Source: an optimization exercise on an open RTL-to-GDS flow (aim: small area). Production flows keep margins and buffers that such runs may drop.
Function was checked by simulation only, so behaviour that the tests miss may differ from the original.
Power figures rest on the tool's default switching activity, not on a simulated workload.

Setup of P:
## tdes_enc
module tdes_enc (
	input  wire          clk,
	input  wire          rst,
	input  wire  [127:0] pt,
	input  wire  [191:0] keys,
	output logic [127:0] ct,
	output logic [191:0] ek
);
	logic        ld;           
	logic [3:0]  rc;           
	logic        p1, p2, nd;   
	logic [63:0] x_q, y_q, k_q;   
	logic [63:0] e1_q, e2_q;
	wire run   = ~ld & nd;
	wire lastr = (rc == 4'd15);
	function automatic logic [63:0] key_step(input logic [63:0] k);
		logic [15:0] t1, t2, t3, t4;
		t1 = k[63:48] ^ {2'b00, k[13:0]};
		t2 = t1 ^ k[47:32];
		t3 = t2 ^ k[31:16];
		t4 = t3 ^ k[15:0];
		key_step = {t1, t2, t3, t4};
	endfunction
	always_ff @(posedge clk) begin
		ld <= rst;
		rc <= ld ? 4'd0 : rc + 4'd1;
		if (rst) begin
			p1 <= 1'b0;
			p2 <= 1'b0;
			nd <= 1'b1;
		end else if (~ld && lastr) begin
			p1 <= 1'b1;
			p2 <= p1;
			nd <= ~p2;
		end
	end
	always_ff @(posedge clk) begin
		if (ld) begin
			x_q <= ~pt[127:64];
		end else if (run) begin
  ...
Size: about 1,400 cells after synthesis, about 330 flip-flops, roughly 640 I/O pins.
export LEC_CHECK = 0
export CAP_MARGIN = 20
export CORE_AREA = 5 5 155 155
export DIE_AREA = 0 0 160 160
export SLEW_MARGIN = 20
create_clock -name core_clock -period 5.0 [get_ports {clk}]
standard.sh (not shown) runs the stock make flow with config.mk's settings and CLKGATE_MAP_FILE= SYNTH_SCRIPT=/design/flow/synth_recipe.tcl, a recipe that flattens the netlist after the stock synthesis.
==> flow/flow/run.sh <==
#!/bin/bash
# The standard layout (standard.sh) with three changes:
#  - synthesis maps logic with an area-oriented abc script (flow/my_synth.tcl),
#  - ports are buffered with the smallest buffer,
#  - the clock tree uses small buffers and no dummy loads.
set -euo pipefail
W=$(pwd)
sed "s#SYNTH_SCRIPT=[^ ]*#SYNTH_SCRIPT=$W/flow/my_synth.tcl#" standard.sh > my_standard.sh
export BUFFER_PORTS_ARGS="-buffer_cell sky130_fd_sc_hd__buf_1"
export REMOVE_ABC_BUFFERS=1
export PLACE_PINS_ARGS="-min_distance 1 -min_distance_in_tracks"
export CTS_ARGS="-sink_clustering_enable -sink_clustering_size 10 -sink_clustering_max_diameter 40 -repair_clock_nets -dont_use_dummy_load -buf_list sky130_fd_sc_hd__clkbuf_4"
bash my_standard.sh finish > standard_flow.log 2>&1
==> flow/flow/area.abc <==
strash
dc2
dch -f
amap
==> flow/flow/my_synth.tcl <==
# The standard flow's synthesis (synth_recipe.tcl) with only the abc step's script swapped
# for the area-oriented one beside this file. Registers are mapped before abc,
# so they come out as in the standard synthesis.
set ::my_abc_script [file join [file dirname [file normalize [info script]]] area.abc]
proc abc {args} {
  set i [lsearch -exact $args -script]
  if { $i >= 0 } { lset args [expr {$i + 1}] $::my_abc_script }
  puts "abc with $::my_abc_script"
  yosys abc {*}$args
}
source [file join [file dirname [file dirname [file normalize [info script]]]] synth_recipe.tcl]
Input-level comparison between Q and P:
- changing DIE_AREA from 0 0 160 160 to 0 0 180 180
- changing CORE_AREA from 5 5 155 155 to 5 5 175 175
==> run summary <==
Q | status: complete | timing, DRC, antenna: pass. Compared with P, Q shows a clock network power share that is 0.6 points higher. Q does worse than P on maximum clock rate. Number of inserted diodes sits higher in Q than in P. In the flow results for P and Q, the smallest setup slack after layout is smaller on Q. Q reports a higher wire length than P does. Slew at the pin closest to its max-slew limit in Q is 0.16 ns lower than in P. Between P and Q, die area increased. Any difference in area fraction of clock buffers and clock inverters between P and Q is small enough to ignore. Q vs P on worst hold slack: Q is the lower one. Total global-route track usage for Q is lower than for P.
What R does differently from Q at the input level:
- a change of CORE_AREA from 5 5 175 175 to 5 5 220 220
- a change of DIE_AREA from 0 0 180 180 to 0 0 225 225
--- a/flow/flow/run.sh
+++ b/flow/flow/run.sh
@@ -10,3 +10 @@
-export REMOVE_ABC_BUFFERS=1
-export PLACE_PINS_ARGS="-min_distance 1 -min_distance_in_tracks"
-export CTS_ARGS="-sink_clustering_enable -sink_clustering_size 10 -sink_clustering_max_diameter 40 -repair_clock_nets -dont_use_dummy_load -buf_list sky130_fd_sc_hd__clkbuf_4"
+export CTS_ARGS="-sink_clustering_enable -sink_clustering_size 16 -sink_clustering_max_diameter 50 -repair_clock_nets -dont_use_dummy_load -buf_list sky130_fd_sc_hd__clkbuf_8"
==> run summary <==
Non-filler instance count after layout (R over Q): increase, 7.7%. Final HPWL from detailed placement (R / Q): 1.09. Between R and Q, critical path depth is higher for R, Q comes in under that. Worst IR drop on VDD on R is behind Q. Re area of the multi-input gates: no difference whatsoever between Q and R. The portion of the clock cycle consumed by the worst path in the final layout number comes out lower for R vs Q. R ends up with higher first-pass GRT wire length than Q does. Looking at relative max-transition margin, R sits 2.1 points lower than Q does. The lower die area of R and Q is in Q. Relative area of non-clock buffer cells in the final design ended up 0.24 points lower on R than on Q.
For S, these inputs were changed with respect to R:
--- a/flow/flow/run.sh
+++ b/flow/flow/run.sh
@@ -10 +10 @@
-export CTS_ARGS="-sink_clustering_enable -sink_clustering_size 16 -sink_clustering_max_diameter 50 -repair_clock_nets -dont_use_dummy_load -buf_list sky130_fd_sc_hd__clkbuf_8"
+export CTS_ARGS="-sink_clustering_enable -sink_clustering_size 10 -sink_clustering_max_diameter 40 -repair_clock_nets -dont_use_dummy_load -buf_list sky130_fd_sc_hd__clkbuf_4"
Results
S was carried through to the last stage, and its layout satisfied the timing, DRC and antenna checks. Global routing met3 resource utilization ended up 0.31 points lower on S than on R. S does worse than R on minimum clock period. Wire length of the first global-routing pass across S and R: no real change. Going from R to S, fraction of the mapped netlist area in simple logic gates has remained practically unchanged, average wire per cell in the routed design has decreased, end-of-flow core utilization down 0.33 points, count of cell instances traversed by the critical path -7, routed wire length roughly the same. Clock-buffer cell count: S > R. Between R and S, the flow reports wire length on met1 decreasing slightly.
Input-level comparison between T and S:
- SLEW_MARGIN changed from 20 to 5
- CAP_MARGIN changed from 20 to 5
--- a/flow/flow/run.sh
+++ b/flow/flow/run.sh
@@ -9,0 +10,2 @@
+export REMOVE_ABC_BUFFERS=1
+export RECOVER_POWER=100
==> comparison <==
Comparing S and T, the one run not ending clean was T. Although T finished all stages, its layout failed final checks on max-capacitance violations, max-slew violations. In T the depth of the most critical reg-to-reg path turned out 4 lower than in S. Final worst hold slack ends up lower on T. Between S and T, the difference in number of signal-net buffers in the layout is negligible.

---

Another version of the RTL of tdes_enc (not shown whole).
Size: ~1500 cells after synthesis, roughly 330 flip-flops, roughly 13000 µm² of cells after synthesis.
==> flow/design.v (excerpt) <==
module tdes_enc (
	input  wire          clk,
	input  wire          rst,
	input  wire  [127:0] pt,
	input  wire  [191:0] keys,
	output logic [127:0] ct,
	output logic [191:0] ek
);
	logic        ld;           
	logic [3:0]  rc;           
	logic        p1, p2, nd;   
	logic [63:0] x_q, y_q, k_q;   
	logic [63:0] e1_q, e2_q;
	wire run   = ~ld & nd;
	wire lastr = (rc == 4'd15);
	function automatic logic [63:0] key_step(input logic [63:0] k);
		logic [15:0] t1, t2, t3, t4;
		t1 = k[63:48] ^ {2'b00, k[13:0]};
		t2 = t1 ^ k[47:32];
		t3 = t2 ^ k[31:16];
		t4 = t3 ^ k[15:0];
		key_step = {t1, t2, t3, t4};
	endfunction
	always_ff @(posedge clk) begin
		ld <= rst;
		rc <= ld ? 4'd0 : rc + 4'd1;
		if (rst) begin
			p1 <= 1'b0;
			p2 <= 1'b0;
			nd <= 1'b1;
		end else if (~ld && lastr) begin
			p1 <= 1'b1;
			p2 <= p1;
			nd <= ~p2;
		end
	end
	wire x_take = ~ld & run & ~(rc == 4'd0 && p1);
	wire x_hold = ~ld & ~(run & ~(rc == 4'd0 && p1));
	always_ff @(posedge clk) begin
		x_q <= ~(({64{ld}} & pt[127:64]) | ({64{x_take}} & ~y_q) | ({64{x_hold}} & ~x_q));
	end
	always_ff @(posedge clk) begin
		if (ld)
			y_q <= ~pt[63:0];
  ...
==> flow/config.mk <==
export PLATFORM = sky130hd
export DESIGN_NAME = tdes_enc
export DESIGN_NICKNAME = tdes_enc
export VERILOG_FILES = /design/flow/design.v
export SDC_FILE = /design/flow/constraint.sdc
export NUM_CORES = 4
export LEC_CHECK = 0
export CAP_MARGIN = 20
export CORE_AREA = 5 5 175 175
export DIE_AREA = 0 0 180 180
export SLEW_MARGIN = 20
==> flow/constraint.sdc <==
create_clock -name core_clock -period 5.0 [get_ports {clk}]
set_input_delay 1.0000 -clock core_clock [delete_from_list [all_inputs] [get_ports {clk}]]
set_output_delay 1.0000 -clock core_clock [all_outputs]
set_load 0.01 [all_outputs]
==> flow/flow/run.sh <==
#!/bin/bash
# The standard layout (standard.sh) with three changes:
#  - synthesis maps logic with an area-oriented abc script (flow/my_synth.tcl),
#  - ports are buffered with the smallest buffer,
#  - the clock tree uses small buffers and no dummy loads.
set -euo pipefail
W=$(pwd)
sed "s#SYNTH_SCRIPT=[^ ]*#SYNTH_SCRIPT=$W/flow/my_synth.tcl#" standard.sh > my_standard.sh
export BUFFER_PORTS_ARGS="-buffer_cell sky130_fd_sc_hd__buf_1"
export REMOVE_ABC_BUFFERS=1
export PLACE_PINS_ARGS="-min_distance 1 -min_distance_in_tracks"
export CTS_ARGS="-sink_clustering_enable -sink_clustering_size 10 -sink_clustering_max_diameter 40 -repair_clock_nets -dont_use_dummy_load -buf_list sky130_fd_sc_hd__clkbuf_4"
bash my_standard.sh finish > standard_flow.log 2>&1
==> flow/flow/area.abc <==
&get -n
&st
&dch -f
&nf -R 1000 -p -E 100
&st
&dch -f
&nf -R 1000 -p -E 100
&put
Scripts as last shown in full above: flow/flow/my_synth.tcl
The first run completed with no timing, DRC or antenna violations.
==> next run, changes <==
CAP_MARGIN = 10   (was 20)
CORE_AREA = 5 5 155 155   (was 5 5 175 175)
DIE_AREA = 0 0 160 160   (was 0 0 180 180)
SLEW_MARGIN = 10   (was 20)
- The changed run completed with no timing, DRC or antenna violations
- worst setup slack improved by 0.025 ns
- sequential share of layout area is higher by 0.42 points
- non-clock buffer count does not change
- cell area is lower by 1.0%
- global-route usage is higher by 7.4 points
- clock power is lower by about 3%
- via count is higher by 4.1%
- synthesized cell count is unchanged
- clock-buffer cell count is lower by 3
==> next run, changes <==
--- a/flow/flow/run.sh
+++ b/flow/flow/run.sh
@@ -12 +12 @@
-export CTS_ARGS="-sink_clustering_enable -sink_clustering_size 10 -sink_clustering_max_diameter 40 -repair_clock_nets -dont_use_dummy_load -buf_list sky130_fd_sc_hd__clkbuf_4"
+export CTS_ARGS="-sink_clustering_enable -sink_clustering_size 10 -sink_clustering_max_diameter 30 -repair_clock_nets -dont_use_dummy_load -buf_list sky130_fd_sc_hd__clkbuf_4"
CAP_MARGIN = 20   (was 10)
CORE_AREA = 5 5 165 165   (was 5 5 155 155)
DIE_AREA = 0 0 170 170   (was 0 0 160 160)
SLEW_MARGIN = 20   (was 10)
Result: Non-clock buffer count climbs by 3; clock power climbs by 20%; hold slack stays flat; cell area climbs by 1.6%; power climbs by 3.5%; synthesized area does not change; via count drops by 2.1%; routed wire length climbs by 2.4%; combinational power stays flat; first-iteration DRC count drops by 25%.
==> next run, changes <==
--- a/flow/flow/run.sh
+++ b/flow/flow/run.sh
@@ -12 +12 @@
-export CTS_ARGS="-sink_clustering_enable -sink_clustering_size 10 -sink_clustering_max_diameter 30 -repair_clock_nets -dont_use_dummy_load -buf_list sky130_fd_sc_hd__clkbuf_4"
+export CTS_ARGS="-sink_clustering_enable -sink_clustering_size 10 -sink_clustering_max_diameter 40 -repair_clock_nets -dont_use_dummy_load -buf_list sky130_fd_sc_hd__clkbuf_4"
Outcome: The new run finished clean; non-clock buffer count stays the same; die area does not change; sequential power is about the same; core utilization falls by 0.70 points; power falls by 3.5%; clock power falls by 16%; via count is about the same; area after synthesis stays the same; cell count falls by 1.0%; design area falls by 1.1%; count of clock-buffer cells in the layout falls by 22.
==> next run, changes <==
CORE_AREA = 5 5 155 155   (was 5 5 165 165)
DIE_AREA = 0 0 160 160   (was 0 0 170 170)
Outcome: The changed run produced a clean layout; core utilization rises by 9.2 points; routed wire length went down by a few percent; area after synthesis is unchanged; die area falls by roughly a tenth; flip-flop and latch count is unchanged.
==> next run, changes <==
--- a/flow/flow/run.sh
+++ b/flow/flow/run.sh
@@ -12 +12 @@
-export CTS_ARGS="-sink_clustering_enable -sink_clustering_size 10 -sink_clustering_max_diameter 40 -repair_clock_nets -dont_use_dummy_load -buf_list sky130_fd_sc_hd__clkbuf_4"
+export CTS_ARGS="-sink_clustering_enable -sink_clustering_size 10 -sink_clustering_max_diameter 30 -repair_clock_nets -dont_use_dummy_load -buf_list sky130_fd_sc_hd__clkbuf_4"
CORE_AREA = 5 5 175 175   (was 5 5 155 155)
DIE_AREA = 0 0 180 180   (was 0 0 160 160)
- synthesized cell count is unchanged
- first-iteration DRC count drops by 35%
- fmax shrinks by 2.0%
- wire length climbs by 4.5%
- final cell count increases by 5.8%
- worst setup slack got worse by 0.071 ns

==> port drivers added, routing unchanged <==
How much do the figures lean on ideal ports? The routed layouts below were timed once more, with nothing changed but the port constraints. Step 1 assumes that a clkbuf_16 drives the clock port and a buf_2 every other input. Step 2, shift: input delay + t, output delay - t, t = (earliest + latest rising clock arrival at the registers) / 2. This alone moves slack from input paths to output paths. a / b / c = no drivers / after step 1 / after step 2; a / b = the first two.
run	t (ns)	setup WS [ns]	worst setup path at the end	latest minus earliest clock arrival (ns)	slew at the worst register clock pin (ns)
P	0.689	1.459 / 1.459 / 1.459	register to register	0.055 / 0.055	0.12 / 0.12
Q	0.702	1.427 / 1.380 / 1.941	register to register	0.054 / 0.054	0.11 / 0.11
R	0.627	1.812 / 1.810 / 1.812	register to register	0.077 / 0.077	0.09 / 0.09
S	0.801	1.651 / 1.608 / 1.778	register to register	0.134 / 0.134	0.11 / 0.11
T	0.815	0.769 / 0.723 / 0.920	register to register	0.104 / 0.103	0.11 / 0.11
the first run of note 2	0.707	1.390 / 1.344 / 1.952	register to register	0.074 / 0.074	0.11 / 0.11
the second run of note 2	0.697	1.415 / 1.371 / 1.687	register to register	0.053 / 0.053	0.12 / 0.12
the third run of note 2	0.684	1.409 / 1.362 / 1.892	register to register	0.105 / 0.105	0.11 / 0.11
the fourth run of note 2	0.706	1.331 / 1.285 / 1.830	register to register	0.052 / 0.052	0.11 / 0.11
the fifth run of note 2	0.680	1.466 / 1.422 / 1.708	register to register	0.064 / 0.064	0.11 / 0.11
the sixth run of note 2	0.691	1.396 / 1.350 / 1.973	register to register	0.109 / 0.109	0.10 / 0.10
